This design comes from an exercise in tuning for small area, a short achievable clock period and few clock cycles on the open sky130 flow, not from production work. Function was checked by simulation only, so behaviour that the tests miss may differ from the original. Power figures rest on the tool's default switching activity, not on a simulated workload.

[flow/flow/run.sh]
#!/bin/bash
# The standard layout (standard.sh: standard synthesis, floorplan, place,
# CTS, route, finish), with the timing-repair steps asked to leave 7 ns of setup
# slack at the design's 11 ns clock, so that they work on the slow paths.
# make's full output goes to flow_standard.log; each ORFS step also keeps its
# own log under orfs/logs/.
set -euo pipefail
bash standard.sh SETUP_SLACK_MARGIN=7 finish > flow_standard.log 2>&1
[flow/config.mk]
export PLATFORM = sky130hd
export DESIGN_NAME = systolic_matvec
export DESIGN_NICKNAME = systolic_matvec
export VERILOG_FILES = /design/flow/design.v
export SDC_FILE = /design/flow/constraint.sdc
export NUM_CORES = 4
export LEC_CHECK = 0
export CAP_MARGIN = 20
export CORE_MARGIN = 2
export CORE_UTILIZATION = 40
export SLEW_MARGIN = 60
export SYNTH_HIERARCHICAL = 1
[flow/standard.sh]
#!/bin/bash
# synth_recipe.tcl (not shown) runs the flow's synth.tcl, then flattens the netlist and writes it again
# the make line also repeats each setting of config.mk as NAME=value (left out here)
make -C /OpenROAD-flow-scripts/flow DESIGN_CONFIG=/design/flow/config.mk WORK_HOME=/design/flow/orfs CLKGATE_MAP_FILE= SYNTH_SCRIPT=/design/flow/synth_recipe.tcl "${@:-finish}"
[flow/design.v]
module smv_lane (
   input  logic              clk,
   input  logic [7:0]        one_n,     
   input  logic [7:0]        two_n,     
   input  logic [7:0]        neg_n,
   input  logic [15:0]       in_w,
   input  logic              gate_n,    
   output logic [7:0]        neg,       
   output logic [39:0]       acc,
   output logic [5-1:0]   cy
);
   logic [15:0]     w;
   logic            gate;
   logic [7:0]      one, two;
   logic [39:0]     ag;
   logic [5-1:0] cg;
   logic [16:0]     pp [8];
   logic [39:0]     rs, rc;
   logic [39:0]     an;
   logic [5-1:0] cn;
   always_ff @(posedge clk) begin
      one  <= one_n;
      two  <= two_n;
      neg  <= neg_n;
      w    <= in_w;
      gate <= gate_n;
   end
   assign ag = acc & {40{~gate}};
   assign cg = cy & {5{~gate}};
   always_comb begin
      for (int j = 0; j < 8; j++) begin
         for (int b = 0; b < 17; b++) begin
            logic wb, wl, r;
            wb = (b < 16) ? w[b] : w[15];
            wl = (b > 0) ? w[b-1] : 1'b0;
            r  = ((one[j] & wb) | (two[j] & wl)) ^ neg[j];
            pp[j][b] = (b == 16) ? ~r : r;
         end
      end
   end
   logic t_s0;
   logic t_c0;
   logic t_s1;
   logic t_c1;
   logic t_s2;
   logic t_c2;
   logic t_s3;
   logic t_c3;
   logic t_s4;
   logic t_c4;
   logic t_s5;
   logic t_c5;
   logic t_s6;
   logic t_c6;
   logic t_s7;
   logic t_c7;
   logic t_s8;
   logic t_c8;
   logic t_s9;
   logic t_c9;
   logic t_s10;
   logic t_c10;
   logic t_s11;
   logic t_c11;
   logic t_s12;
   logic t_c12;
   logic t_s13;
   logic t_c13;
   logic t_s14;
   logic t_c14;
   logic t_s15;
   logic t_c15;
   logic t_s16;
   logic t_c16;
   logic t_s17;
   logic t_c17;
   logic t_s18;
   logic t_c18;
   logic t_s19;
   logic t_c19;
   logic t_s20;
   logic t_c20;
   logic t_s21;
   logic t_c21;
   logic t_s22;
   logic t_c22;
   logic t_s23;
   logic t_c23;
   logic t_s24;
   logic t_c24;
   logic t_s25;
   logic t_c25;
   logic t_s26;
   logic t_c26;
   logic t_s27;
   logic t_c27;
   logic t_s28;
   logic t_c28;
   logic t_s29;
   logic t_c29;
   logic t_s30;
   logic t_c30;
   logic t_s31;
   logic t_c31;
   logic t_s32;
   logic t_c32;
   logic t_s33;
   logic t_c33;
   logic t_s34;
   logic t_c34;
   logic t_s35;
   logic t_c35;
   logic t_s36;
   logic t_c36;
   logic t_s37;
   logic t_c37;
   logic t_s38;
   logic t_c38;
   logic t_s39;
   logic t_c39;
   logic t_s40;
   logic t_c40;
   logic t_s41;
   logic t_c41;
   logic t_s42;
   logic t_c42;
   logic t_s43;
   logic t_c43;
   logic t_s44;
   logic t_c44;
   logic t_s45;
   logic t_c45;
   logic t_s46;
   logic t_c46;
   logic t_s47;
   logic t_c47;
   logic t_s48;
   logic t_c48;
   logic t_s49;
   logic t_c49;
   logic t_s50;
   logic t_c50;
   logic t_s51;
   logic t_c51;
   logic t_s52;
   logic t_c52;
   logic t_s53;
   logic t_c53;
   logic t_s54;
   logic t_c54;
   logic t_s55;
   logic t_c55;
   logic t_s56;
   logic t_c56;
   logic t_s57;
   logic t_c57;
   logic t_s58;
   logic t_c58;
   logic t_s59;
   logic t_c59;
   logic t_s60;
   logic t_c60;
   logic t_s61;
   logic t_c61;
   logic t_s62;
   logic t_c62;
   logic t_s63;
   logic t_c63;
   logic t_s64;
   logic t_c64;
   logic t_s65;
   logic t_c65;
   logic t_s66;
   logic t_c66;
   logic t_s67;
   logic t_c67;
   logic t_s68;
   logic t_c68;
   logic t_s69;
   logic t_c69;
   logic t_s70;
   logic t_c70;
   logic t_s71;
   logic t_c71;
   logic t_s72;
   logic t_c72;
   logic t_s73;
   logic t_c73;
   logic t_s74;
   logic t_c74;
   logic t_s75;
   logic t_c75;
   logic t_s76;
   logic t_c76;
   logic t_s77;
   logic t_c77;
   logic t_s78;
   logic t_c78;
   logic t_s79;
   logic t_c79;
   logic t_s80;
   logic t_c80;
   logic t_s81;
   logic t_c81;
   logic t_s82;
   logic t_c82;
   logic t_s83;
   logic t_c83;
   logic t_s84;
   logic t_c84;
   logic t_s85;
   logic t_c85;
   logic t_s86;
   logic t_c86;
   logic t_s87;
   logic t_c87;
   logic t_s88;
   logic t_c88;
   logic t_s89;
   logic t_c89;
   logic t_s90;
   logic t_c90;
   logic t_s91;
   logic t_c91;
   logic t_s92;
   logic t_c92;
   logic t_s93;
   logic t_c93;
   logic t_s94;
   logic t_c94;
   logic t_s95;
   logic t_c95;
   logic t_s96;
   logic t_c96;
   logic t_s97;
   logic t_c97;
   logic t_s98;
   logic t_c98;
   logic t_s99;
   logic t_c99;
   logic t_s100;
   logic t_c100;
   logic t_s101;
   logic t_c101;
   logic t_s102;
   logic t_c102;
   logic t_s103;
   logic t_c103;
   logic t_s104;
   logic t_c104;
   logic t_s105;
   logic t_c105;
   logic t_s106;
   logic t_c106;
   logic t_s107;
   logic t_c107;
   logic t_s108;
   logic t_c108;
   logic t_s109;
   logic t_c109;
   logic t_s110;
   logic t_c110;
   logic t_s111;
   logic t_c111;
   logic t_s112;
   logic t_c112;
   logic t_s113;
   logic t_c113;
   logic t_s114;
   logic t_c114;
   logic t_s115;
   logic t_c115;
   logic t_s116;
   logic t_c116;
   logic t_s117;
   logic t_c117;
   logic t_s118;
   logic t_c118;
   logic t_s119;
   logic t_c119;
   logic t_s120;
   logic t_c120;
   logic t_s121;
   logic t_c121;
   assign t_s0 = ag[10] ^ pp[0][10];
   assign t_c0 = ag[10] & pp[0][10];
   assign t_s1 = ag[11] ^ pp[0][11] ^ pp[1][9];
   assign t_c1 = (ag[11] & pp[0][11]) | (ag[11] & pp[1][9]) | (pp[0][11] & pp[1][9]);
   assign t_s2 = ag[12] ^ pp[0][12] ^ pp[1][10];
   assign t_c2 = (ag[12] & pp[0][12]) | (ag[12] & pp[1][10]) | (pp[0][12] & pp[1][10]);
   assign t_s3 = pp[2][8] ^ pp[3][6];
   assign t_c3 = pp[2][8] & pp[3][6];
   assign t_s4 = ag[13] ^ cg[1] ^ pp[0][13];
   assign t_c4 = (ag[13] & cg[1]) | (ag[13] & pp[0][13]) | (cg[1] & pp[0][13]);
   assign t_s5 = pp[1][11] ^ pp[2][9] ^ pp[3][7];
   assign t_c5 = (pp[1][11] & pp[2][9]) | (pp[1][11] & pp[3][7]) | (pp[2][9] & pp[3][7]);
   assign t_s6 = pp[4][5] ^ pp[5][3];
   assign t_c6 = pp[4][5] & pp[5][3];
   assign t_s7 = ag[14] ^ pp[0][14] ^ pp[1][12];
   assign t_c7 = (ag[14] & pp[0][14]) | (ag[14] & pp[1][12]) | (pp[0][14] & pp[1][12]);
   assign t_s8 = pp[2][10] ^ pp[3][8] ^ pp[4][6];
   assign t_c8 = (pp[2][10] & pp[3][8]) | (pp[2][10] & pp[4][6]) | (pp[3][8] & pp[4][6]);
   assign t_s9 = pp[5][4] ^ pp[6][2] ^ pp[7][0];
   assign t_c9 = (pp[5][4] & pp[6][2]) | (pp[5][4] & pp[7][0]) | (pp[6][2] & pp[7][0]);
   assign t_s10 = ag[15] ^ pp[0][15] ^ pp[1][13];
   assign t_c10 = (ag[15] & pp[0][15]) | (ag[15] & pp[1][13]) | (pp[0][15] & pp[1][13]);
   assign t_s11 = pp[2][11] ^ pp[3][9] ^ pp[4][7];
   assign t_c11 = (pp[2][11] & pp[3][9]) | (pp[2][11] & pp[4][7]) | (pp[3][9] & pp[4][7]);
   assign t_s12 = pp[5][5] ^ pp[6][3] ^ pp[7][1];
   assign t_c12 = (pp[5][5] & pp[6][3]) | (pp[5][5] & pp[7][1]) | (pp[6][3] & pp[7][1]);
   assign t_s13 = ag[16] ^ pp[0][16] ^ pp[1][14];
   assign t_c13 = (ag[16] & pp[0][16]) | (ag[16] & pp[1][14]) | (pp[0][16] & pp[1][14]);
   assign t_s14 = pp[2][12] ^ pp[3][10] ^ pp[4][8];
   assign t_c14 = (pp[2][12] & pp[3][10]) | (pp[2][12] & pp[4][8]) | (pp[3][10] & pp[4][8]);
   assign t_s15 = pp[5][6] ^ pp[6][4] ^ pp[7][2];
   assign t_c15 = (pp[5][6] & pp[6][4]) | (pp[5][6] & pp[7][2]) | (pp[6][4] & pp[7][2]);
   assign t_s16 = ag[17] ^ pp[1][15] ^ pp[2][13];
   assign t_c16 = (ag[17] & pp[1][15]) | (ag[17] & pp[2][13]) | (pp[1][15] & pp[2][13]);
   assign t_s17 = pp[3][11] ^ pp[4][9] ^ pp[5][7];
   assign t_c17 = (pp[3][11] & pp[4][9]) | (pp[3][11] & pp[5][7]) | (pp[4][9] & pp[5][7]);
   assign t_s18 = pp[6][5] ^ pp[7][3];
   assign t_c18 = pp[6][5] & pp[7][3];
   assign t_s19 = ag[18] ^ pp[1][16] ^ pp[2][14];
   assign t_c19 = (ag[18] & pp[1][16]) | (ag[18] & pp[2][14]) | (pp[1][16] & pp[2][14]);
   assign t_s20 = pp[3][12] ^ pp[4][10] ^ pp[5][8];
   assign t_c20 = (pp[3][12] & pp[4][10]) | (pp[3][12] & pp[5][8]) | (pp[4][10] & pp[5][8]);
   assign t_s21 = pp[6][6] ^ pp[7][4];
   assign t_c21 = pp[6][6] & pp[7][4];
   assign t_s22 = ag[19] ^ pp[2][15] ^ pp[3][13];
   assign t_c22 = (ag[19] & pp[2][15]) | (ag[19] & pp[3][13]) | (pp[2][15] & pp[3][13]);
   assign t_s23 = pp[4][11] ^ pp[5][9] ^ pp[6][7];
   assign t_c23 = (pp[4][11] & pp[5][9]) | (pp[4][11] & pp[6][7]) | (pp[5][9] & pp[6][7]);
   assign t_s24 = ag[20] ^ cg[2] ^ pp[2][16];
   assign t_c24 = (ag[20] & cg[2]) | (ag[20] & pp[2][16]) | (cg[2] & pp[2][16]);
   assign t_s25 = pp[3][14] ^ pp[4][12] ^ pp[5][10];
   assign t_c25 = (pp[3][14] & pp[4][12]) | (pp[3][14] & pp[5][10]) | (pp[4][12] & pp[5][10]);
   assign t_s26 = ag[21] ^ pp[3][15] ^ pp[4][13];
   assign t_c26 = (ag[21] & pp[3][15]) | (ag[21] & pp[4][13]) | (pp[3][15] & pp[4][13]);
   assign t_s27 = ag[22] ^ pp[3][16];
   assign t_c27 = ag[22] & pp[3][16];
   assign t_s28 = ag[6] ^ pp[0][6];
   assign t_c28 = ag[6] & pp[0][6];
   assign t_s29 = ag[7] ^ cg[0] ^ pp[0][7];
   assign t_c29 = (ag[7] & cg[0]) | (ag[7] & pp[0][7]) | (cg[0] & pp[0][7]);
   assign t_s30 = pp[1][5] ^ pp[2][3];
   assign t_c30 = pp[1][5] & pp[2][3];
   assign t_s31 = ag[8] ^ pp[0][8] ^ pp[1][6];
   assign t_c31 = (ag[8] & pp[0][8]) | (ag[8] & pp[1][6]) | (pp[0][8] & pp[1][6]);
   assign t_s32 = pp[2][4] ^ pp[3][2] ^ pp[4][0];
   assign t_c32 = (pp[2][4] & pp[3][2]) | (pp[2][4] & pp[4][0]) | (pp[3][2] & pp[4][0]);
   assign t_s33 = ag[9] ^ pp[0][9] ^ pp[1][7];
   assign t_c33 = (ag[9] & pp[0][9]) | (ag[9] & pp[1][7]) | (pp[0][9] & pp[1][7]);
   assign t_s34 = pp[2][5] ^ pp[3][3] ^ pp[4][1];
   assign t_c34 = (pp[2][5] & pp[3][3]) | (pp[2][5] & pp[4][1]) | (pp[3][3] & pp[4][1]);
   assign t_s35 = pp[1][8] ^ pp[2][6] ^ pp[3][4];
   assign t_c35 = (pp[1][8] & pp[2][6]) | (pp[1][8] & pp[3][4]) | (pp[2][6] & pp[3][4]);
   assign t_s36 = pp[4][2] ^ pp[5][0] ^ t_s0;
   assign t_c36 = (pp[4][2] & pp[5][0]) | (pp[4][2] & t_s0) | (pp[5][0] & t_s0);
   assign t_s37 = pp[2][7] ^ pp[3][5] ^ pp[4][3];
   assign t_c37 = (pp[2][7] & pp[3][5]) | (pp[2][7] & pp[4][3]) | (pp[3][5] & pp[4][3]);
   assign t_s38 = pp[5][1] ^ t_c0 ^ t_s1;
   assign t_c38 = (pp[5][1] & t_c0) | (pp[5][1] & t_s1) | (t_c0 & t_s1);
   assign t_s39 = pp[4][4] ^ pp[5][2] ^ pp[6][0];
   assign t_c39 = (pp[4][4] & pp[5][2]) | (pp[4][4] & pp[6][0]) | (pp[5][2] & pp[6][0]);
   assign t_s40 = t_s3 ^ t_c1 ^ t_s2;
   assign t_c40 = (t_s3 & t_c1) | (t_s3 & t_s2) | (t_c1 & t_s2);
   assign t_s41 = pp[6][1] ^ t_c3 ^ t_s6;
   assign t_c41 = (pp[6][1] & t_c3) | (pp[6][1] & t_s6) | (t_c3 & t_s6);
   assign t_s42 = t_c2 ^ t_s4 ^ t_s5;
   assign t_c42 = (t_c2 & t_s4) | (t_c2 & t_s5) | (t_s4 & t_s5);
   assign t_s43 = t_c6 ^ t_c4 ^ t_c5;
   assign t_c43 = (t_c6 & t_c4) | (t_c6 & t_c5) | (t_c4 & t_c5);
   assign t_s44 = t_s7 ^ t_s8 ^ t_s9;
   assign t_c44 = (t_s7 & t_s8) | (t_s7 & t_s9) | (t_s8 & t_s9);
   assign t_s45 = t_c7 ^ t_c8 ^ t_c9;
   assign t_c45 = (t_c7 & t_c8) | (t_c7 & t_c9) | (t_c8 & t_c9);
   assign t_s46 = t_s10 ^ t_s11 ^ t_s12;
   assign t_c46 = (t_s10 & t_s11) | (t_s10 & t_s12) | (t_s11 & t_s12);
   assign t_s47 = t_c10 ^ t_c11 ^ t_c12;
   assign t_c47 = (t_c10 & t_c11) | (t_c10 & t_c12) | (t_c11 & t_c12);
   assign t_s48 = t_s13 ^ t_s14 ^ t_s15;
   assign t_c48 = (t_s13 & t_s14) | (t_s13 & t_s15) | (t_s14 & t_s15);
   assign t_s49 = t_s18 ^ t_c13 ^ t_c14;
   assign t_c49 = (t_s18 & t_c13) | (t_s18 & t_c14) | (t_c13 & t_c14);
   assign t_s50 = t_c15 ^ t_s16 ^ t_s17;
   assign t_c50 = (t_c15 & t_s16) | (t_c15 & t_s17) | (t_s16 & t_s17);
   assign t_s51 = t_c18 ^ t_s21 ^ t_c16;
   assign t_c51 = (t_c18 & t_s21) | (t_c18 & t_c16) | (t_s21 & t_c16);
   assign t_s52 = t_c17 ^ t_s19 ^ t_s20;
   assign t_c52 = (t_c17 & t_s19) | (t_c17 & t_s20) | (t_s19 & t_s20);
   assign t_s53 = pp[7][5] ^ t_c21 ^ t_c19;
   assign t_c53 = (pp[7][5] & t_c21) | (pp[7][5] & t_c19) | (t_c21 & t_c19);
   assign t_s54 = t_c20 ^ t_s22 ^ t_s23;
   assign t_c54 = (t_c20 & t_s22) | (t_c20 & t_s23) | (t_s22 & t_s23);
   assign t_s55 = pp[6][8] ^ pp[7][6] ^ t_c22;
   assign t_c55 = (pp[6][8] & pp[7][6]) | (pp[6][8] & t_c22) | (pp[7][6] & t_c22);
   assign t_s56 = t_c23 ^ t_s24 ^ t_s25;
   assign t_c56 = (t_c23 & t_s24) | (t_c23 & t_s25) | (t_s24 & t_s25);
   assign t_s57 = pp[5][11] ^ pp[6][9] ^ pp[7][7];
   assign t_c57 = (pp[5][11] & pp[6][9]) | (pp[5][11] & pp[7][7]) | (pp[6][9] & pp[7][7]);
   assign t_s58 = t_c24 ^ t_c25 ^ t_s26;
   assign t_c58 = (t_c24 & t_c25) | (t_c24 & t_s26) | (t_c25 & t_s26);
   assign t_s59 = pp[4][14] ^ pp[5][12] ^ pp[6][10];
   assign t_c59 = (pp[4][14] & pp[5][12]) | (pp[4][14] & pp[6][10]) | (pp[5][12] & pp[6][10]);
   assign t_s60 = pp[7][8] ^ t_s27 ^ t_c26;
   assign t_c60 = (pp[7][8] & t_s27) | (pp[7][8] & t_c26) | (t_s27 & t_c26);
   assign t_s61 = ag[23] ^ pp[4][15] ^ pp[5][13];
   assign t_c61 = (ag[23] & pp[4][15]) | (ag[23] & pp[5][13]) | (pp[4][15] & pp[5][13]);
   assign t_s62 = pp[6][11] ^ pp[7][9] ^ t_c27;
   assign t_c62 = (pp[6][11] & pp[7][9]) | (pp[6][11] & t_c27) | (pp[7][9] & t_c27);
   assign t_s63 = ag[24] ^ pp[4][16] ^ pp[5][14];
   assign t_c63 = (ag[24] & pp[4][16]) | (ag[24] & pp[5][14]) | (pp[4][16] & pp[5][14]);
   assign t_s64 = pp[6][12] ^ pp[7][10];
   assign t_c64 = pp[6][12] & pp[7][10];
   assign t_s65 = ag[25] ^ pp[5][15] ^ pp[6][13];
   assign t_c65 = (ag[25] & pp[5][15]) | (ag[25] & pp[6][13]) | (pp[5][15] & pp[6][13]);
   assign t_s66 = ag[26] ^ pp[5][16];
   assign t_c66 = ag[26] & pp[5][16];
   assign t_s67 = ag[27] ^ cg[3];
   assign t_c67 = ag[27] & cg[3];
   assign t_s68 = ag[4] ^ pp[0][4];
   assign t_c68 = ag[4] & pp[0][4];
   assign t_s69 = ag[5] ^ pp[0][5] ^ pp[1][3];
   assign t_c69 = (ag[5] & pp[0][5]) | (ag[5] & pp[1][3]) | (pp[0][5] & pp[1][3]);
   assign t_s70 = pp[1][4] ^ pp[2][2] ^ pp[3][0];
   assign t_c70 = (pp[1][4] & pp[2][2]) | (pp[1][4] & pp[3][0]) | (pp[2][2] & pp[3][0]);
   assign t_s71 = pp[3][1] ^ t_c28 ^ t_s30;
   assign t_c71 = (pp[3][1] & t_c28) | (pp[3][1] & t_s30) | (t_c28 & t_s30);
   assign t_s72 = t_c30 ^ t_c29 ^ t_s31;
   assign t_c72 = (t_c30 & t_c29) | (t_c30 & t_s31) | (t_c29 & t_s31);
   assign t_s73 = t_c31 ^ t_c32 ^ t_s33;
   assign t_c73 = (t_c31 & t_c32) | (t_c31 & t_s33) | (t_c32 & t_s33);
   assign t_s74 = t_c33 ^ t_c34 ^ t_s35;
   assign t_c74 = (t_c33 & t_c34) | (t_c33 & t_s35) | (t_c34 & t_s35);
   assign t_s75 = t_c35 ^ t_s37 ^ t_c36;
   assign t_c75 = (t_c35 & t_s37) | (t_c35 & t_c36) | (t_s37 & t_c36);
   assign t_s76 = t_c37 ^ t_s39 ^ t_c38;
   assign t_c76 = (t_c37 & t_s39) | (t_c37 & t_c38) | (t_s39 & t_c38);
   assign t_s77 = t_c39 ^ t_s41 ^ t_c40;
   assign t_c77 = (t_c39 & t_s41) | (t_c39 & t_c40) | (t_s41 & t_c40);
   assign t_s78 = t_c41 ^ t_s43 ^ t_c42;
   assign t_c78 = (t_c41 & t_s43) | (t_c41 & t_c42) | (t_s43 & t_c42);
   assign t_s79 = t_c43 ^ t_s45 ^ t_c44;
   assign t_c79 = (t_c43 & t_s45) | (t_c43 & t_c44) | (t_s45 & t_c44);
   assign t_s80 = t_c45 ^ t_s47 ^ t_c46;
   assign t_c80 = (t_c45 & t_s47) | (t_c45 & t_c46) | (t_s47 & t_c46);
   assign t_s81 = t_c47 ^ t_s49 ^ t_c48;
   assign t_c81 = (t_c47 & t_s49) | (t_c47 & t_c48) | (t_s49 & t_c48);
   assign t_s82 = t_c49 ^ t_s51 ^ t_c50;
   assign t_c82 = (t_c49 & t_s51) | (t_c49 & t_c50) | (t_s51 & t_c50);
   assign t_s83 = t_c51 ^ t_s53 ^ t_c52;
   assign t_c83 = (t_c51 & t_s53) | (t_c51 & t_c52) | (t_s53 & t_c52);
   assign t_s84 = t_c53 ^ t_s55 ^ t_c54;
   assign t_c84 = (t_c53 & t_s55) | (t_c53 & t_c54) | (t_s55 & t_c54);
   assign t_s85 = t_s57 ^ t_c55 ^ t_c56;
   assign t_c85 = (t_s57 & t_c55) | (t_s57 & t_c56) | (t_c55 & t_c56);
   assign t_s86 = t_c57 ^ t_s59 ^ t_s60;
   assign t_c86 = (t_c57 & t_s59) | (t_c57 & t_s60) | (t_s59 & t_s60);
   assign t_s87 = t_c59 ^ t_s61 ^ t_s62;
   assign t_c87 = (t_c59 & t_s61) | (t_c59 & t_s62) | (t_s61 & t_s62);
   assign t_s88 = t_s64 ^ t_c61 ^ t_s63;
   assign t_c88 = (t_s64 & t_c61) | (t_s64 & t_s63) | (t_c61 & t_s63);
   assign t_s89 = pp[7][11] ^ t_c64 ^ t_c63;
   assign t_c89 = (pp[7][11] & t_c64) | (pp[7][11] & t_c63) | (t_c64 & t_c63);
   assign t_s90 = pp[6][14] ^ pp[7][12] ^ t_s66;
   assign t_c90 = (pp[6][14] & pp[7][12]) | (pp[6][14] & t_s66) | (pp[7][12] & t_s66);
   assign t_s91 = t_s67 ^ pp[6][15] ^ pp[7][13];
   assign t_c91 = (t_s67 & pp[6][15]) | (t_s67 & pp[7][13]) | (pp[6][15] & pp[7][13]);
   assign t_s92 = ag[28] ^ t_c67 ^ pp[6][16];
   assign t_c92 = (ag[28] & t_c67) | (ag[28] & pp[6][16]) | (t_c67 & pp[6][16]);
   assign t_s93 = ag[2] ^ pp[0][2];
   assign t_c93 = ag[2] & pp[0][2];
   assign t_s94 = ag[3] ^ pp[0][3] ^ pp[1][1];
   assign t_c94 = (ag[3] & pp[0][3]) | (ag[3] & pp[1][1]) | (pp[0][3] & pp[1][1]);
   assign t_s95 = pp[1][2] ^ pp[2][0] ^ t_s68;
   assign t_c95 = (pp[1][2] & pp[2][0]) | (pp[1][2] & t_s68) | (pp[2][0] & t_s68);
   assign t_s96 = pp[2][1] ^ t_c68 ^ t_s69;
   assign t_c96 = (pp[2][1] & t_c68) | (pp[2][1] & t_s69) | (t_c68 & t_s69);
   assign t_s97 = t_s28 ^ t_c69 ^ t_s70;
   assign t_c97 = (t_s28 & t_c69) | (t_s28 & t_s70) | (t_c69 & t_s70);
   assign t_s98 = t_c70 ^ t_s29 ^ t_s71;
   assign t_c98 = (t_c70 & t_s29) | (t_c70 & t_s71) | (t_s29 & t_s71);
   assign t_s99 = t_s32 ^ t_c71 ^ t_s72;
   assign t_c99 = (t_s32 & t_c71) | (t_s32 & t_s72) | (t_c71 & t_s72);
   assign t_s100 = t_s34 ^ t_c72 ^ t_s73;
   assign t_c100 = (t_s34 & t_c72) | (t_s34 & t_s73) | (t_c72 & t_s73);
   assign t_s101 = t_s36 ^ t_c73 ^ t_s74;
   assign t_c101 = (t_s36 & t_c73) | (t_s36 & t_s74) | (t_c73 & t_s74);
   assign t_s102 = t_c74 ^ t_s38 ^ t_s75;
   assign t_c102 = (t_c74 & t_s38) | (t_c74 & t_s75) | (t_s38 & t_s75);
   assign t_s103 = t_s40 ^ t_c75 ^ t_s76;
   assign t_c103 = (t_s40 & t_c75) | (t_s40 & t_s76) | (t_c75 & t_s76);
   assign t_s104 = t_s42 ^ t_c76 ^ t_s77;
   assign t_c104 = (t_s42 & t_c76) | (t_s42 & t_s77) | (t_c76 & t_s77);
   assign t_s105 = t_s44 ^ t_c77 ^ t_s78;
   assign t_c105 = (t_s44 & t_c77) | (t_s44 & t_s78) | (t_c77 & t_s78);
   assign t_s106 = t_s46 ^ t_c78 ^ t_s79;
   assign t_c106 = (t_s46 & t_c78) | (t_s46 & t_s79) | (t_c78 & t_s79);
   assign t_s107 = t_s48 ^ t_c79 ^ t_s80;
   assign t_c107 = (t_s48 & t_c79) | (t_s48 & t_s80) | (t_c79 & t_s80);
   assign t_s108 = t_s50 ^ t_c80 ^ t_s81;
   assign t_c108 = (t_s50 & t_c80) | (t_s50 & t_s81) | (t_c80 & t_s81);
   assign t_s109 = t_s52 ^ t_c81 ^ t_s82;
   assign t_c109 = (t_s52 & t_c81) | (t_s52 & t_s82) | (t_c81 & t_s82);
   assign t_s110 = t_s54 ^ t_c82 ^ t_s83;
   assign t_c110 = (t_s54 & t_c82) | (t_s54 & t_s83) | (t_c82 & t_s83);
   assign t_s111 = t_s56 ^ t_c83 ^ t_s84;
   assign t_c111 = (t_s56 & t_c83) | (t_s56 & t_s84) | (t_c83 & t_s84);
   assign t_s112 = t_s58 ^ t_c84 ^ t_s85;
   assign t_c112 = (t_s58 & t_c84) | (t_s58 & t_s85) | (t_c84 & t_s85);
   assign t_s113 = t_c58 ^ t_c85 ^ t_s86;
   assign t_c113 = (t_c58 & t_c85) | (t_c58 & t_s86) | (t_c85 & t_s86);
   assign t_s114 = t_c60 ^ t_s87 ^ t_c86;
   assign t_c114 = (t_c60 & t_s87) | (t_c60 & t_c86) | (t_s87 & t_c86);
   assign t_s115 = t_c62 ^ t_s88 ^ t_c87;
   assign t_c115 = (t_c62 & t_s88) | (t_c62 & t_c87) | (t_s88 & t_c87);
   assign t_s116 = t_s65 ^ t_s89 ^ t_c88;
   assign t_c116 = (t_s65 & t_s89) | (t_s65 & t_c88) | (t_s89 & t_c88);
   assign t_s117 = t_c65 ^ t_s90 ^ t_c89;
   assign t_c117 = (t_c65 & t_s90) | (t_c65 & t_c89) | (t_s90 & t_c89);
   assign t_s118 = t_c66 ^ t_s91 ^ t_c90;
   assign t_c118 = (t_c66 & t_s91) | (t_c66 & t_c90) | (t_s91 & t_c90);
   assign t_s119 = pp[7][14] ^ t_c91 ^ t_s92;
   assign t_c119 = (pp[7][14] & t_c91) | (pp[7][14] & t_s92) | (t_c91 & t_s92);
   assign t_s120 = ag[29] ^ pp[7][15] ^ t_c92;
   assign t_c120 = (ag[29] & pp[7][15]) | (ag[29] & t_c92) | (pp[7][15] & t_c92);
   assign t_s121 = ag[30] ^ pp[7][16];
   assign t_c121 = ag[30] & pp[7][16];
   assign rs[0] = ag[0];
   assign rc[0] = pp[0][0];
   assign rs[1] = ag[1];
   assign rc[1] = pp[0][1];
   assign rs[2] = pp[1][0];
   assign rc[2] = t_s93;
   assign rs[3] = t_c93;
   assign rc[3] = t_s94;
   assign rs[4] = t_c94;
   assign rc[4] = t_s95;
   assign rs[5] = t_c95;
   assign rc[5] = t_s96;
   assign rs[6] = t_c96;
   assign rc[6] = t_s97;
   assign rs[7] = t_c97;
   assign rc[7] = t_s98;
   assign rs[8] = t_c98;
   assign rc[8] = t_s99;
   assign rs[9] = t_c99;
   assign rc[9] = t_s100;
   assign rs[10] = t_c100;
   assign rc[10] = t_s101;
   assign rs[11] = t_c101;
   assign rc[11] = t_s102;
   assign rs[12] = t_c102;
   assign rc[12] = t_s103;
   assign rs[13] = t_c103;
   assign rc[13] = t_s104;
   assign rs[14] = t_c104;
   assign rc[14] = t_s105;
   assign rs[15] = t_c105;
   assign rc[15] = t_s106;
   assign rs[16] = t_c106;
   assign rc[16] = t_s107;
   assign rs[17] = t_c107;
   assign rc[17] = t_s108;
   assign rs[18] = t_c108;
   assign rc[18] = t_s109;
   assign rs[19] = t_c109;
   assign rc[19] = t_s110;
   assign rs[20] = t_c110;
   assign rc[20] = t_s111;
   assign rs[21] = t_c111;
   assign rc[21] = t_s112;
   assign rs[22] = t_c112;
   assign rc[22] = t_s113;
   assign rs[23] = t_c113;
   assign rc[23] = t_s114;
   assign rs[24] = t_s115;
   assign rc[24] = t_c114;
   assign rs[25] = t_s116;
   assign rc[25] = t_c115;
   assign rs[26] = t_c116;
   assign rc[26] = t_s117;
   assign rs[27] = t_s118;
   assign rc[27] = t_c117;
   assign rs[28] = t_s119;
   assign rc[28] = t_c118;
   assign rs[29] = t_s120;
   assign rc[29] = t_c119;
   assign rs[30] = t_s121;
   assign rc[30] = t_c120;
   assign rs[31] = ag[31];
   assign rc[31] = t_c121;
   assign rs[32] = ag[32];
   assign rc[32] = 1'b0;
   assign rs[33] = ag[33];
   assign rc[33] = 1'b0;
   assign rs[34] = ag[34];
   assign rc[34] = cg[4];
   assign rs[35] = ag[35];
   assign rc[35] = 1'b0;
   assign rs[36] = ag[36];
   assign rc[36] = 1'b0;
   assign rs[37] = ag[37];
   assign rc[37] = 1'b0;
   assign rs[38] = ag[38];
   assign rc[38] = 1'b0;
   assign rs[39] = ag[39];
   assign rc[39] = 1'b0;
   assign {cn[0], an[6:0]} = {1'b0, rs[6:0]} + {1'b0, rc[6:0]};
   assign {cn[1], an[12:7]} = {1'b0, rs[12:7]} + {1'b0, rc[12:7]};
   assign {cn[2], an[19:13]} = {1'b0, rs[19:13]} + {1'b0, rc[19:13]};
   assign {cn[3], an[26:20]} = {1'b0, rs[26:20]} + {1'b0, rc[26:20]};
   assign {cn[4], an[33:27]} = {1'b0, rs[33:27]} + {1'b0, rc[33:27]};
   assign an[39:34] = rs[39:34] + rc[39:34];
   always_ff @(posedge clk) begin
      acc <= an;
      cy  <= cn;
   end
endmodule
module systolic_matvec (
   input  logic         clk,
   input  logic         reset,
   input  logic         in_valid,
   output logic         in_ready,
   input  logic [15:0]  in_data,
   input  logic [127:0] in_weight,
   input  logic         in_last,
   output logic         out_valid,
   input  logic         out_ready,
   output logic [39:0]  out_data,
   output logic [2:0]   out_index,
   output logic         out_last,
   output logic         busy
);
   localparam int NC = 5;
   logic        ir;         
   logic        v1;         
   logic        l1;         
   logic        open_q;     
   logic        done_q;     
   logic        fresh_q;    
   logic        gate_q;     
   logic        bval;       
   logic [2:0]  k;          
   logic [7:0]  ksel;       
   logic        sv;         
   logic        ov;         
   logic        busy_q;
   logic        accept, xfer, take_o, fill_s;
   logic        l1_n, open_n, done_n, fresh_n, bval_n, sv_n, ov_n, gate_n;
   assign accept = in_valid & ir & reset;
   assign xfer   = done_q & ~bval;
   assign take_o = sv & (~ov | out_ready);
   assign fill_s = bval & (~sv | take_o);
   always_comb begin
      l1_n    = accept & in_last;
      open_n  = accept ? ~in_last : open_q;
      done_n  = l1 ? 1'b1 : (xfer ? 1'b0 : done_q);
      fresh_n = v1 ? 1'b0 : (fresh_q | xfer);
      bval_n  = xfer ? 1'b1 : ((fill_s && k == 3'd7) ? 1'b0 : bval);
      sv_n    = fill_s ? 1'b1 : (take_o ? 1'b0 : sv);
      ov_n    = take_o ? 1'b1 : (out_ready ? 1'b0 : ov);
      gate_n  = ~reset | fresh_n | (done_n & ~bval_n);
   end
   logic [7:0] one_e, two_e, neg_e;
   always_comb begin
      for (int j = 0; j < 8; j++) begin
         logic bh, bm, bl;
         bh = in_data[2*j+1];
         bm = in_data[2*j];
         bl = (j > 0) ? in_data[2*j-1] : 1'b0;
         one_e[j] = accept & (bm ^ bl);
         two_e[j] = accept & ((bh & ~bm & ~bl) | (~bh & bm & bl));
         neg_e[j] = accept & bh & ~(bm & bl);
      end
   end
   logic [7:0]    neg0;
   logic [39:0]   acc [8];
   logic [NC-1:0] cy  [8];
   for (genvar i = 0; i < 8; i++) begin : g_lane
      logic [7:0] neg_l;
      smv_lane u_lane (
         .clk   (clk),
         .one_n (one_e),
         .two_n (two_e),
         .neg_n (neg_e),
         .in_w  (in_weight[i*16 +: 16]),
         .gate_n(gate_n),
         .neg   (neg_l),
         .acc   (acc[i]),
         .cy    (cy[i])
      );
      if (i == 0) begin : g_neg0
         assign neg0 = neg_l;
      end
   end
   localparam logic [39:0] KCONST = 40'hffaaab0000;
   logic [39:0] c_acc;
   logic [39:0] kn;
   always_comb begin
      kn = KCONST;
      for (int j = 0; j < 8; j++)
         kn[2*j] = neg0[j];
   end
   always_ff @(posedge clk) begin
      c_acc <= (gate_q ? 40'd0 : c_acc) + kn;
   end
   logic [39:0]   b_acc [8];
   logic [NC-1:0] b_cy  [8];
   logic [39:0]   b_c;
   always_ff @(posedge clk) begin
      if (xfer) begin
         for (int i = 0; i < 8; i++) begin
            b_acc[i] <= acc[i];
            b_cy[i]  <= cy[i];
         end
         b_c <= c_acc;
      end
   end
   logic [39:0]   sa;
   logic [NC-1:0] sc;
   logic [2:0]    si;
   logic          sl;
   logic [39:0]   od;
   logic [2:0]    oi;
   logic          ol;
   logic [39:0]   cv;
   logic [39:0]   m_acc;
   logic [NC-1:0] m_cy;
   always_comb begin
      m_acc = '0;
      m_cy  = '0;
      for (int i = 0; i < 8; i++) begin
         m_acc = m_acc | (b_acc[i] & {40{ksel[i]}});
         m_cy  = m_cy  | (b_cy[i]  & {NC{ksel[i]}});
      end
   end
   always_ff @(posedge clk) begin
      if (fill_s) begin
         sa <= m_acc + b_c;
         sc <= m_cy;
         si <= k;
         sl <= (k == 3'd7);
      end
   end
   always_comb begin
      cv = '0;
      cv[7] = sc[0];
      cv[13] = sc[1];
      cv[20] = sc[2];
      cv[27] = sc[3];
      cv[34] = sc[4];
   end
   always_ff @(posedge clk) begin
      if (take_o) begin
         od <= sa + cv;
         oi <= si;
         ol <= sl;
      end
   end
   always_ff @(posedge clk) begin
      if (!reset) begin
         ir      <= 1'b1;
         v1      <= 1'b0;
         l1      <= 1'b0;
         open_q  <= 1'b0;
         done_q  <= 1'b0;
         fresh_q <= 1'b1;
         gate_q  <= 1'b1;
         bval    <= 1'b0;
         k       <= 3'd0;
         ksel    <= 8'd1;
         sv      <= 1'b0;
         ov      <= 1'b0;
         busy_q  <= 1'b0;
      end else begin
         v1      <= accept;
         l1      <= l1_n;
         open_q  <= open_n;
         done_q  <= done_n;
         fresh_q <= fresh_n;
         gate_q  <= gate_n;
         bval    <= bval_n;
         if (xfer) begin
            k    <= 3'd0;
            ksel <= 8'd1;
         end else if (fill_s) begin
            k    <= k + 3'd1;
            ksel <= {ksel[6:0], ksel[7]};
         end
         sv      <= sv_n;
         ov      <= ov_n;
         ir      <= ~((done_n & (l1_n | bval_n)) | (l1_n & bval_n));
         busy_q  <= open_n | l1_n | done_n | bval_n | sv_n | ov_n;
      end
   end
   assign in_ready  = ir;
   assign out_valid = ov;
   assign out_data  = od;
   assign out_index = oi;
   assign out_last  = ol;
   assign busy      = busy_q;
endmodule
[flow/constraint.sdc]
create_clock -name core_clock -period 11.0 [get_ports {clk}]
set_input_delay 2.2000 -clock core_clock [delete_from_list [all_inputs] [get_ports {clk}]]
set_output_delay 2.2000 -clock core_clock [all_outputs]
set_load 0.01 [all_outputs]
==> out/qor.csv, run 1 <==
metric,value,unit
area_growth,16.0,%
synth_ff_type,dfxtp_1,
core,0.227,mm^2
irDropWorstVdd,176,uV
vias,66600,
path_buf_inv,1,
ant_nets,0,
power.share.clock,25.6,%
fin_crit_sh,36.8,%
die_w,482,um
period_minus_slack,4050,ps
dpl.hpwl,209000,um
synthTopCellsByArea,"fa_1 (20%), dfxtp_1 (16%), edfxtp_1 (16%), a22oi_1 (9.4%), xnor2_1 (7.8%)",
path_max_fanout,19,
instances_no_fill,11900,
vias_per_cell,5.61,
port_buffers,195,
yosysMostFrequentCell,a22oi_1,
rr_worst_depth,11,
yosys_warnings,15,
slew_headroom,56.5,%
swShare,37.6,%
start_kind,register,
htree_levels,4,
run_status,no timing/DRC/antenna violations,
crit_slowest_cell,ha_1,
synth_top_area_share,19.8,%
hold_viol_final,0,
cts-root-buf,clkbuf_16,
cts_made_buffers,147,
power_frac_comb,41.6,%
synth_cells,8536,
holdPathEnd,b_acc[3][30],
crit_type,register to register,
synth_area,0.0915,mm^2
r2r-end,sa[39],
totalWireLength,296000,um
finClkSkew,50.6,ps
synth_common_cells,"a22oi_1 (1,140), fa_1 (905), inv_1 (890), xnor2_1 (819), dfxtp_1 (750)",
placed_cells,11200,
holdPathStages,0,
cts_tree,built,
first_pass_iters,6,
ctsHoldBuffers,0,
row_count,175,
cap_violations,0,
synth-seq-cells,1243,
path_clk_slew,60,ps
max_freq,0.247,GHz
yosysSeqAreaShare,32.6,%
r2r_setup_slack,6950,ps
cts_sinks,1243,
utilization,46.7,%
grt_pass1_wl,430000,um
cp-end-kind,register,
gp_congestion,0.980,
yosysTopAreaCell,fa_1,
cp.arrival,4610,ps
p_seq_share,32.8,%
grt_max_degree,74,
wire_per_inst,24.9,um
drt_iter0_drc,6903,
initial_core_util,40.3,%
power.switching,7.56,mW
setup_viol,0,
p_int,12.5,mW
synth.distinct_cells,78,
p_per_area,189,mW/mm^2
drive_gt1_share,15.4,%
cts.path.max_buffers,3,
async_flop_share,0,%
hold_class,register to register,
synth_nets,10000,
path_delay_family,compound AO/OA/AOI/OAI gates,
antenna_found_initial,28,
cp_slowest_stage_delay,610,ps
io_pins,196,
hold_start,g_lane[3].u_lane.acc[30],
design.die.area,0.233,mm^2
n_fill_cell,20700,
r2r-start,ksel[5],
rsz0062_at_grt,true,
required,11560,ps
synth_edf_count,493,
final_max_slew_viol_count,0,
crit_chain,"bufbuf_16, a22oi_1, nand4_1, ha_1, a21o_1, a2111oi_2, nor4b_2, a2111oi_4, o21ai_1, a21oi_1, xnor2_1",
die_height,482,um
setup-tns-final,0,ps
avgSynthCellArea,10.7,um^2
grtUsageTotal,24.7,%
worst_pin_slew,653,ps
grt_pass1_vias,66000,
leakagePower,41.9,nW
grt_overflow,0,
drc,0,
clock_latency,830,ps
final_nets,10200,
## registers in the layout (all words and copies together), names as in the netlist, 64 cells and up
register	count
b_acc	320
g_lane.u_lane.acc	320
g_lane.u_lane.neg	64
g_lane.u_lane.one	64
g_lane.u_lane.two	64
g_lane.u_lane.w	128
## cells by family (layout without fill, tap and decap cells)
| kind of cell | Yosys count | count (layout) | share of synthesized area, % |
|---|---|---|---|
| buffers and inverters | 1561 | 1854 | 7.39 |
| XOR/XNOR | 1373 | 1373 | 13.1 |
| AO/OA/AOI/OAI | 1886 | 1886 | 14.4 |
| AND/OR/NAND/NOR | 1117 | 1117 | 6.48 |
| multiplexers | 2 | 2 | 0.0219 |
| other | 0 | 39 | 0 |
| adder cells (fa/ha/maj) | 1354 | 1354 | 25.9 |
| flip-flops | 1243 | 1243 | 32.6 |
## metrics by stage
step           cell area [um^2]  power, mW  hold WS (ps)  worst slack, ps
2_1_floorplan             91500       12.0           400             4000
3_3_place_gp              94600       13.9           404             6020
3_5_place_dp              95200       14.2           406             6350
4_1_cts                  102000       19.5           403             6970
5_1_grt                  106000       21.5           425             6900
6_report                 106000       20.1           410             6950
## repair_timing
item / in CTS / in global routing
endpoints found under the setup margin: 82 / 66
pin swaps: 15 / 107
gates resized for setup: 357 / 330
endpoints found under the hold margin: 0 / 0
cloned: 8 / 5
buffers inserted: 109 / 257
## final cells by class
class,count,area (um^2),area share [%]
Sequential cell,1243,30800,29.0
Clock buffer,193,4040,3.80
Antenna cell,39,97.6,0.0919
Tap cell,3009,3760,3.55
Inverter,891,3340,3.15
Clock inverter,81,1050,0.988
Multi-Input combinational cell,5732,56400,53.1
Timing Repair Buffer,689,6650,6.26
## cell usage in the layout (no fill, tap or decap), types with 24 or more instances in the layout
cell,instances
o21ai_1,42
diode_2,39
a31oi_1,27
o21ai_0,151
nor2b_1,324
a22oi_1,1047
buf_6,34
a21oi_1,225
inv_1,883
clkdlybuf4s50_1,195
fa_2,52
a22oi_2,93
clkbuf_1,31
nor2_1,185
a21o_1,58
ha_2,26
nor3_1,58
edfxtp_1,493
nand2b_1,85
ha_1,402
buf_4,379
nand2_1,211
xnor2_1,809
dfxtp_1,459
nand4_1,64
fa_1,853
dfxtp_4,259
o21bai_1,44
xor2_1,549
o21a_1,26
a211oi_1,28
clkbuf_16,155
nand3_1,72
dfxtp_2,32
buf_12,39
clkinv_2,24
## modules after synthesis (local to each module, per instance)
module,flops+latches,cell area (um^2),cells
systolic_matvec,555,23300,1656
smv_lane,86,8530,860
## power groups by stage
stage | Combinational [mW] | Clock, mW | Sequential (mW)
after floorplan | 6.04 | 0 | 5.95
after global placement | 7.18 | 0 | 6.73
after detailed placement | 7.43 | 0 | 6.73
after CTS | 7.70 | 5.23 | 6.60
after global routing | 9.43 | 5.42 | 6.61
final | 8.36 | 5.15 | 6.59
## routing by layer
metal  vias up  wire length, um  global-route usage [%]
li1      29300                -                       -
met1     33500           119000                    33.1
met2      3214           134000                    38.4
met3       611            26100                    4.33
met4         6            16100                    12.0
met5         -               42                       0
## how the worst max path moves through the flow
stage	from	end	slack [ps]	cells past startpoint
floorplan	done_q	k[1]	4000	4
global placement	out_ready	g_lane[1].u_lane.gate	6020	9
detailed placement	out_ready	g_lane[5].u_lane.gate	6350	9
CTS	g_lane[1].u_lane.w[6]	g_lane[1].u_lane.acc[26]	6970	13
global route	g_lane[7].u_lane.w[12]	g_lane[7].u_lane.acc[19]	6900	15
finish	ksel[5]	sa[39]	6950	11
Testbench counts, summed over its fixed seeds: cycles 7,191.
==> inputs of run 2 (changes only) <==
--- a/flow/config.mk
+++ b/flow/config.mk
@@ -9,3 +9,3 @@
 export CORE_MARGIN = 2
-export CORE_UTILIZATION = 40
+export CORE_UTILIZATION = 55
 export SLEW_MARGIN = 60
==> run 2 against run 1 <==
Still clean. Synthesized cell count unchanged. Sequential share of layout area up 0.27 points. Clock power up 1%. Register-to-register slack worse by 30 ps. Cell count down 7.0%. Global-route usage up 9.0 points. Largest power group unchanged.
==> out/qor.csv, run 2 <==
metric,value,unit
dpl.hpwl,208000,um
clock_latency,810,ps
leakagePower,42.0,nW
max_freq,0.245,GHz
wire_per_inst,26.2,um
cts_sinks,1243,
cts-root-buf,clkbuf_16,
slew_headroom,58.0,%
cp-startpoint,ksel[7],
yosys_warnings,15,
grtUsageTotal,33.6,%
cts.path.max_buffers,3,
crit_chain,"buf_8, a22oi_1, nand4_1, ha_1, a21o_1, a31oi_1, o211ai_1, a221oi_1, nand2_1, o21ai_1, a41oi_1, xor2_1",
cts_tree,built,
port_buffers,195,
reg.largest.list,"b_acc: 320 flops, g_lane.u_lane.acc: 320 flops, g_lane.u_lane.w: 128 flops",
hold_class,register to register,
synth_compound_area_share,14.4,%
yosysTopAreaCell,fa_1,
synth_cells,8536,
avgSynthCellArea,10.7,um^2
utilization,63.7,%
synth_top_family_by_area,adder cells,
synth_area,0.0915,mm^2
synth-simple-area-share,6.48,%
path_max_fanout,39,
design.die.area,0.170,mm^2
die_w,412,um
first_pass_iters,6,
register_area,0.0308,mm^2
grt_overflow,0,
whs,415,ps
synthTopCellsByArea,"fa_1 (20%), dfxtp_1 (16%), edfxtp_1 (16%), a22oi_1 (9.4%), xnor2_1 (7.8%)",
r2r-end,sa[38],
htree_levels,4,
drt_iter0_drc,7681,
antenna_found_initial,29,
r2r-start,ksel[7],
required,11530,ps
grt_pass1_wl,423000,um
setup_viol,0,
period_minus_slack,4080,ps
area_growth,14.9,%
finClkSkew,40.1,ps
synth_edf_count,493,
synth.area.mux_share,0.0219,%
cp-end-kind,register,
synthXorXnorAreaFrac,13.1,%
async_flop_share,0,%
path_buf_inv,1,
yosysSeqAreaShare,32.6,%
drive_gt1_share,15.4,%
die_height,412,um
ant_nets,0,
core,0.165,mm^2
rr_worst_depth,12,
crit_slowest_cell,ha_1,
grt_max_degree,71,
n_fill_cell,13200,
multiInputGateArea,0.0564,mm^2
worst_pin_slew,630,ps
synth-adder-area-share,25.9,%
run_status,no timing/DRC/antenna violations,
r2r_setup_slack,6920,ps
path_delay_family,compound AO/OA/AOI/OAI gates,
ctsHoldBuffers,0,
p_per_area,191,mW/mm^2
io_pins,196,
drc,0,
start_kind,register,
totalWireLength,290000,um
setup-tns-final,0,ps
cp_num_cells,12,
rsz0062_at_grt,true,
irDropWorstVdd,274,uV
path_clk_slew,60,ps
hold_viol_final,0,
cap_violations,0,
synth_nets,10000,
final_common_cell,a22oi_1,
final_nets,10200,
fin_crit_sh,37.1,%
synth-seq-cells,1243,
gp_congestion,1.00,
synth.distinct_cells,78,
cts_made_buffers,146,
vias_per_cell,6.02,
synth_common_cells,"a22oi_1 (1,140), fa_1 (905), inv_1 (890), xnor2_1 (819), dfxtp_1 (750)",
row_count,149,
yosysMostFrequentCell,a22oi_1,
crit_type,register to register,
synth_top_area_share,19.8,%
grt_pass1_vias,64500,
synth_ff_type,dfxtp_1,
initial_core_util,55.4,%
layout_common_cells,"a22oi_1 (1,054), inv_1 (876), fa_1 (845), xnor2_1 (803), xor2_1 (546)",
crit_end,sa[38],
cp.arrival,4610,ps
final_max_slew_viol_count,0,
vias,66400,
cp_slowest_stage_delay,540,ps
## run 2: cell counts after synthesis
No cell type changed its count.
## run 2: worst min-delay path by stage
stage / start / to / slack (ps) / cells after the start
finish: g_lane[4].u_lane.acc[3] / b_acc[4][3] / 410 / 0
global route: sa[1] / od[1] / 430 / 0
CTS: g_lane[7].u_lane.acc[34] / b_acc[7][34] / 420 / 0
detailed placement: g_lane[4].u_lane.acc[29] / b_acc[4][29] / 400 / 0
global placement: g_lane[0].u_lane.acc[20] / b_acc[0][20] / 400 / 0
floorplan: sa[0] / od[0] / 400 / 0
## run 2: Yosys stat by module (local to each module, per instance)
| module | times used | area (um^2) | flops+latches |
|---|---|---|---|
| smv_lane | 8 | 8530 | 86 |
| systolic_matvec | 1 | 23300 | 555 |
## run 2: worst reg2reg max path, delay by kind of cell (launching register included)
family	cells	cell delay [ps]
buffers and inverters	1	260
AOI/OAI and AO/OA	7	1830
adders and majority gates	1	540
and+or+nand+nor	2	570
xor gates and xnor gates	1	170
DFF	1	440
## run 2: through the flow
step | setup WS (ps) | instance area [um^2] | std cells | total power [mW]
6_report | 6920 | 105000 | 11000 | 20.1
3_5_place_dp | 6390 | 94200 | 10400 | 14.1
5_1_grt | 6890 | 105000 | 11000 | 21.5
4_1_cts | 6900 | 101000 | 10800 | 19.6
3_3_place_gp | 6200 | 93600 | 10400 | 13.9
2_1_floorplan | 4000 | 91500 | 8536 | 12.0
## run 2: repair_timing
| action | 4_1_cts | 5_1_grt |
|---|---|---|
| cloned | 10 | 2 |
| gates resized for setup | 363 | 372 |
| setup endpoints to repair | 78 | 70 |
| setup buffers | 103 | 247 |
| pin swaps | 25 | 132 |
## run 2: final cells by class
class / count / share of cell area [%]
sequential: 1243 / 29.3
antenna: 41 / 0.0976
inverter: 891 / 3.18
timing repair buffer: 677 / 6.28
tap: 2189 / 2.61
clock inverter: 76 / 0.985
clock buffer: 196 / 3.92
multi-input combinational: 5732 / 53.6
## run 2: routing by layer
| metal | vias to the layer above | global-route usage (%) | part of all wire [%] | wire length [um] |
|---|---|---|---|---|
| li1 | 29300 | - | - | - |
| met1 | 33300 | 47.2 | 42 | 121000 |
| met2 | 3187 | 50.6 | 44 | 128000 |
| met3 | 629 | 7.10 | 9.2 | 26800 |
| met4 | 10 | 14.0 | 4.8 | 13900 |
| met5 | - | 0 | 0.024 | 69 |
## run 2: power by group
part / internal [mW] / switching [mW] / total, mW
Combinational: 3.92 / 4.40 / 8.31
Sequential: 5.65 / 0.925 / 6.57
Clock: 3.06 / 2.16 / 5.21
Total: 12.6 / 7.48 / 20.1
## run 2: logic make-up after synthesis
family | Yosys count
AO/OA/AOI/OAI | 1886
XOR/XNOR | 1373
adder cells (fa/ha/maj) | 1354
buffers and inverters | 1561
flip-flops | 1243
multiplexers | 2
AND/OR/NAND/NOR | 1117
==> inputs of run 3 (changes only) <==
--- a/flow/design.v
+++ b/flow/design.v
@@ -645,11 +645,9 @@
    logic [7:0]  ksel;       
-   logic        sv;         
    logic        ov;         
    logic        busy_q;
-   logic        accept, xfer, take_o, fill_s;
-   logic        l1_n, open_n, done_n, fresh_n, bval_n, sv_n, ov_n, gate_n;
+   logic        accept, xfer, mv;
+   logic        l1_n, open_n, done_n, fresh_n, bval_n, ov_n, gate_n;
    assign accept = in_valid & ir & reset;
    assign xfer   = done_q & ~bval;
-   assign take_o = sv & (~ov | out_ready);
-   assign fill_s = bval & (~sv | take_o);
+   assign mv     = bval & (~ov | out_ready);
    always_comb begin
@@ -659,5 +657,4 @@
       fresh_n = v1 ? 1'b0 : (fresh_q | xfer);
-      bval_n  = xfer ? 1'b1 : ((fill_s && k == 3'd7) ? 1'b0 : bval);
-      sv_n    = fill_s ? 1'b1 : (take_o ? 1'b0 : sv);
-      ov_n    = take_o ? 1'b1 : (out_ready ? 1'b0 : ov);
+      bval_n  = xfer ? 1'b1 : ((mv && ksel[7]) ? 1'b0 : bval);
+      ov_n    = mv ? 1'b1 : (out_ready ? 1'b0 : ov);
       gate_n  = ~reset | fresh_n | (done_n & ~bval_n);
@@ -719,6 +716,2 @@
    end
-   logic [39:0]   sa;
-   logic [NC-1:0] sc;
-   logic [2:0]    si;
-   logic          sl;
    logic [39:0]   od;
@@ -726,5 +719,5 @@
    logic          ol;
-   logic [39:0]   cv;
    logic [39:0]   m_acc;
    logic [NC-1:0] m_cy;
+   logic [39:0]   cv;
    always_comb begin
@@ -737,23 +730,15 @@
    end
-   always_ff @(posedge clk) begin
-      if (fill_s) begin
-         sa <= m_acc + b_c;
-         sc <= m_cy;
-         si <= k;
-         sl <= (k == 3'd7);
-      end
-   end
    always_comb begin
       cv = '0;
-      cv[7] = sc[0];
-      cv[13] = sc[1];
-      cv[20] = sc[2];
-      cv[27] = sc[3];
-      cv[34] = sc[4];
+      cv[7] = m_cy[0];
+      cv[13] = m_cy[1];
+      cv[20] = m_cy[2];
+      cv[27] = m_cy[3];
+      cv[34] = m_cy[4];
    end
    always_ff @(posedge clk) begin
-      if (take_o) begin
-         od <= sa + cv;
-         oi <= si;
-         ol <= sl;
+      if (mv) begin
+         od <= m_acc + cv + b_c;
+         oi <= k;
+         ol <= ksel[7];
       end
@@ -772,3 +757,2 @@
          ksel    <= 8'd1;
-         sv      <= 1'b0;
          ov      <= 1'b0;
@@ -786,3 +770,3 @@
             ksel <= 8'd1;
-         end else if (fill_s) begin
+         end else if (mv) begin
             k    <= k + 3'd1;
@@ -790,6 +774,5 @@
          end
-         sv      <= sv_n;
          ov      <= ov_n;
          ir      <= ~((done_n & (l1_n | bval_n)) | (l1_n & bval_n));
-         busy_q  <= open_n | l1_n | done_n | bval_n | sv_n | ov_n;
+         busy_q  <= open_n | l1_n | done_n | bval_n | ov_n;
       end
--- a/flow/config.mk
+++ b/flow/config.mk
@@ -9,3 +9,3 @@
 export CORE_MARGIN = 2
-export CORE_UTILIZATION = 55
+export CORE_UTILIZATION = 40
 export SLEW_MARGIN = 60
==> run 3 against run 2 <==
Die area is 34% higher. Synthesized cell count is 1.6% lower. Critical path depth is 1 higher. Clock power is 5.2% lower. Highest routed layer unchanged. Sequential share of layout area is 1.7 points lower. Sequential power is 3.5% lower. Largest cell class unchanged. Synthesized area is 2.0% lower. Cell count is 7.2% higher. Clock-buffer cell count is 8 lower. Design area is 1.1% higher. Critical endpoint is now g_lane[1].u_lane.acc[26]. Clock skew is 3.0 ps higher.
==> out/qor.csv, run 3 <==
metric,value,unit
slew_headroom,60.8,%
final_nets,10300,
synth-seq-cells,1193,
synth_nets,9928,
cp-startpoint,g_lane[1].u_lane.one[3],
initial_core_util,40.3,%
layout_common_cells,"a22oi_1 (980), inv_1 (862), fa_1 (838), xnor2_1 (789), buf_4 (542)",
drc,0,
finClkSkew,43.1,ps
r2r-end,g_lane[1].u_lane.acc[26],
multiInputGateArea,0.0569,mm^2
drive_gt1_share,19.2,%
synth_cells,8396,
avgSynthCellArea,10.7,um^2
final_max_slew_viol_count,0,
core,0.223,mm^2
die_w,477,um
totalWireLength,297000,um
row_count,173,
cp.arrival,4860,ps
synth_area,0.0896,mm^2
dpl.hpwl,210000,um
vias,66300,
cts_tree,built,
setup-tns-final,0,ps
cp-end-kind,register,
area_growth,18.6,%
yosysMostFrequentCell,a22oi_1,
synth_top_area_share,20.3,%
cts-root-buf,clkbuf_16,
drt_iter0_drc,7444,
yosys_warnings,15,
yosysTopAreaCell,fa_1,
htree_levels,4,
synth_ff_type,dfxtp_1,
reg.largest.list,"b_acc: 320 flops, g_lane.u_lane.acc: 320 flops, g_lane.u_lane.w: 128 flops",
utilization,47.8,%
start_kind,register,
vias_per_cell,5.60,
synthTopCellsByArea,"fa_1 (20%), dfxtp_1 (17%), edfxtp_1 (15%), a22oi_1 (9.6%), xnor2_1 (7.8%)",
max_freq,0.240,GHz
antenna_found_initial,28,
path_clk_slew,60,ps
register_area,0.0293,mm^2
run_status,no timing/DRC/antenna violations,
setup_viol,0,
hold_class,register to register,
hold_start,g_lane[5].u_lane.acc[10],
wire_per_inst,25.1,um
period_minus_slack,4160,ps
port_buffers,195,
clock_latency,810,ps
grt_max_degree,76,
async_flop_share,0,%
synth_common_cells,"a22oi_1 (1,143), fa_1 (910), inv_1 (888), xnor2_1 (803), dfxtp_1 (749)",
yosysSeqAreaShare,31.6,%
synth.distinct_cells,78,
die_height,477,um
first_pass_iters,9,
grt_pass1_wl,437000,um
leakagePower,42.3,nW
n_fill_cell,20100,
required,11690,ps
cap_violations,0,
p_per_area,189,mW/mm^2
cts_made_buffers,140,
path_max_fanout,8,
ant_nets,0,
crit_type,register to register,
rsz0062_at_grt,true,
irDropWorstVdd,166,uV
grtUsageTotal,25.4,%
io_pins,196,
cts.path.max_buffers,3,
grt_overflow,0,
rr_worst_depth,13,
holdPathEnd,b_acc[5][10],
r2r_setup_slack,6840,ps
synth_edf_count,444,
r2r-start,g_lane[1].u_lane.one[3],
final_common_cell,a22oi_1,
gp_congestion,1.02,
cts_sinks,1193,
hold_viol_final,0,
grt_pass1_vias,66900,
worst_pin_slew,583,ps
design.die.area,0.228,mm^2
fin_crit_sh,37.8,%
holdPathStages,0,
[run 3: area by class of cell]
type	count	area share (%)
diodes	18	0.0424
inverters	889	3.14
repair buffers	861	7.56
clock inverters	73	0.858
clock buffers	188	3.77
well taps	2975	3.50
multi-input cells	5643	53.5
flip-flops and latches	1193	27.6
[run 3: repair_timing]
item,4_1_cts,5_1_grt
gates cloned,9,2
pin swaps,64,231
gates resized for setup,446,432
hold buffers,0,0
endpoints found under the setup margin,116,77
setup buffers,362,187
[run 3: logic make-up (layout without fill, tap and decap cells)]
family,count (synthesis),after routing,share of synthesized area [%]
compound gates,1895,1895,14.7
xor+xnor,1346,1346,13.2
fa+ha+maj,1383,1383,26.9
buf+inv,1560,2011,7.40
flops,1193,1193,31.6
mux,3,3,0.0377
other cells,0,18,0
simple gates,1016,1016,6.16
[run 3: worst max-delay path by stage]
| stage | end | cells past startpoint | slack, ps |
|---|---|---|---|
| after detailed placement | g_lane[6].u_lane.two[0] | 7 | 6190 |
| after global placement | g_lane[0].u_lane.two[0] | 6 | 4830 |
| after global routing | g_lane[1].u_lane.acc[26] | 14 | 6730 |
| after floorplan | b_acc[0][0] | 2 | 4320 |
| after CTS | g_lane[4].u_lane.acc[26] | 14 | 6760 |
| final | g_lane[1].u_lane.acc[26] | 13 | 6840 |
[run 3: where the power goes]
group,switching (mW),total (mW),leakage [nW],internal [mW]
logic,4.54,8.76,29.5,4.22
registers,0.904,6.34,10.4,5.44
clock network,2.06,4.94,2.38,2.88
[run 3: metal layers]
metal	track usage [%]	up-vias	routed length, um
met5	0	-	46
met4	12.9	6	17800
met3	4.64	699	26300
met2	39.1	3176	132000
met1	34.3	33400	121000
li1	-	29000	-
[run 3: critical path, cell delays in order, from the launching register on]
cell     delay [ps]
dfxtp_4         510
a22oi_1         130
xnor2_1         160
fa_1            470
fa_2            400
fa_1            480
fa_1            530
ha_2            200
inv_1            60
fa_2            390
nor2b_4         130
o31a_1          190
nor4_1           70
a311o_1         310
[run 3: metrics by stage]
stage	std cells	area, um^2	total power [mW]	setup slack, ps	hold slack [ps]
2_1_floorplan	8396	89800	11.9	4320	401
3_3_place_gp	11000	92900	13.7	4830	405
3_5_place_dp	11000	93400	14.0	6190	405
4_1_cts	11600	103000	19.3	6760	420
5_1_grt	11800	106000	21.4	6730	424
6_report	11800	106000	20.0	6840	420
[run 3: modules after synthesis, one instance, submodules excluded]
module           cell area, um^2  cells
systolic_matvec            21400   1532
smv_lane                    8530    858
Testbench counts of run 3, summed over its fixed seeds: cycles 7,183.

[port drivers added, routing unchanged]
The results above use ideal ports. As a check the final layouts listed here were re-extracted and re-timed, cells and wires unchanged. Step 1, drivers: a clkbuf_16 drives clk and a buf_2 each remaining input, both assumed. Step 2 adds t to the input delays and takes it off the output delays; t is the mean of the earliest and latest rising clock arrival at the registers after step 1. Input paths then give back, and output paths get back, about the clock's delay inside the block. Slacks: no drivers / after step 1 / after step 2; pairs: no drivers / after step 1.
run	t (ns)	slack for setup (ns)	worst setup path at the end	latest minus earliest clock arrival (ns)	pins driven straight from the clock port
run 1	0.899	6.955 / 6.955 / 6.402	input to register	0.059 / 0.059	1
run 2	0.883	6.921 / 6.921 / 6.295	input to register	0.040 / 0.040	1
run 3	0.893	6.837 / 6.837 / 6.215	input to register	0.056 / 0.057	1
After both steps every run listed still meets setup and hold. The setup slack of run 2, which loses most, moves by 0.000 ns with the drivers and by -0.626 ns with both steps.
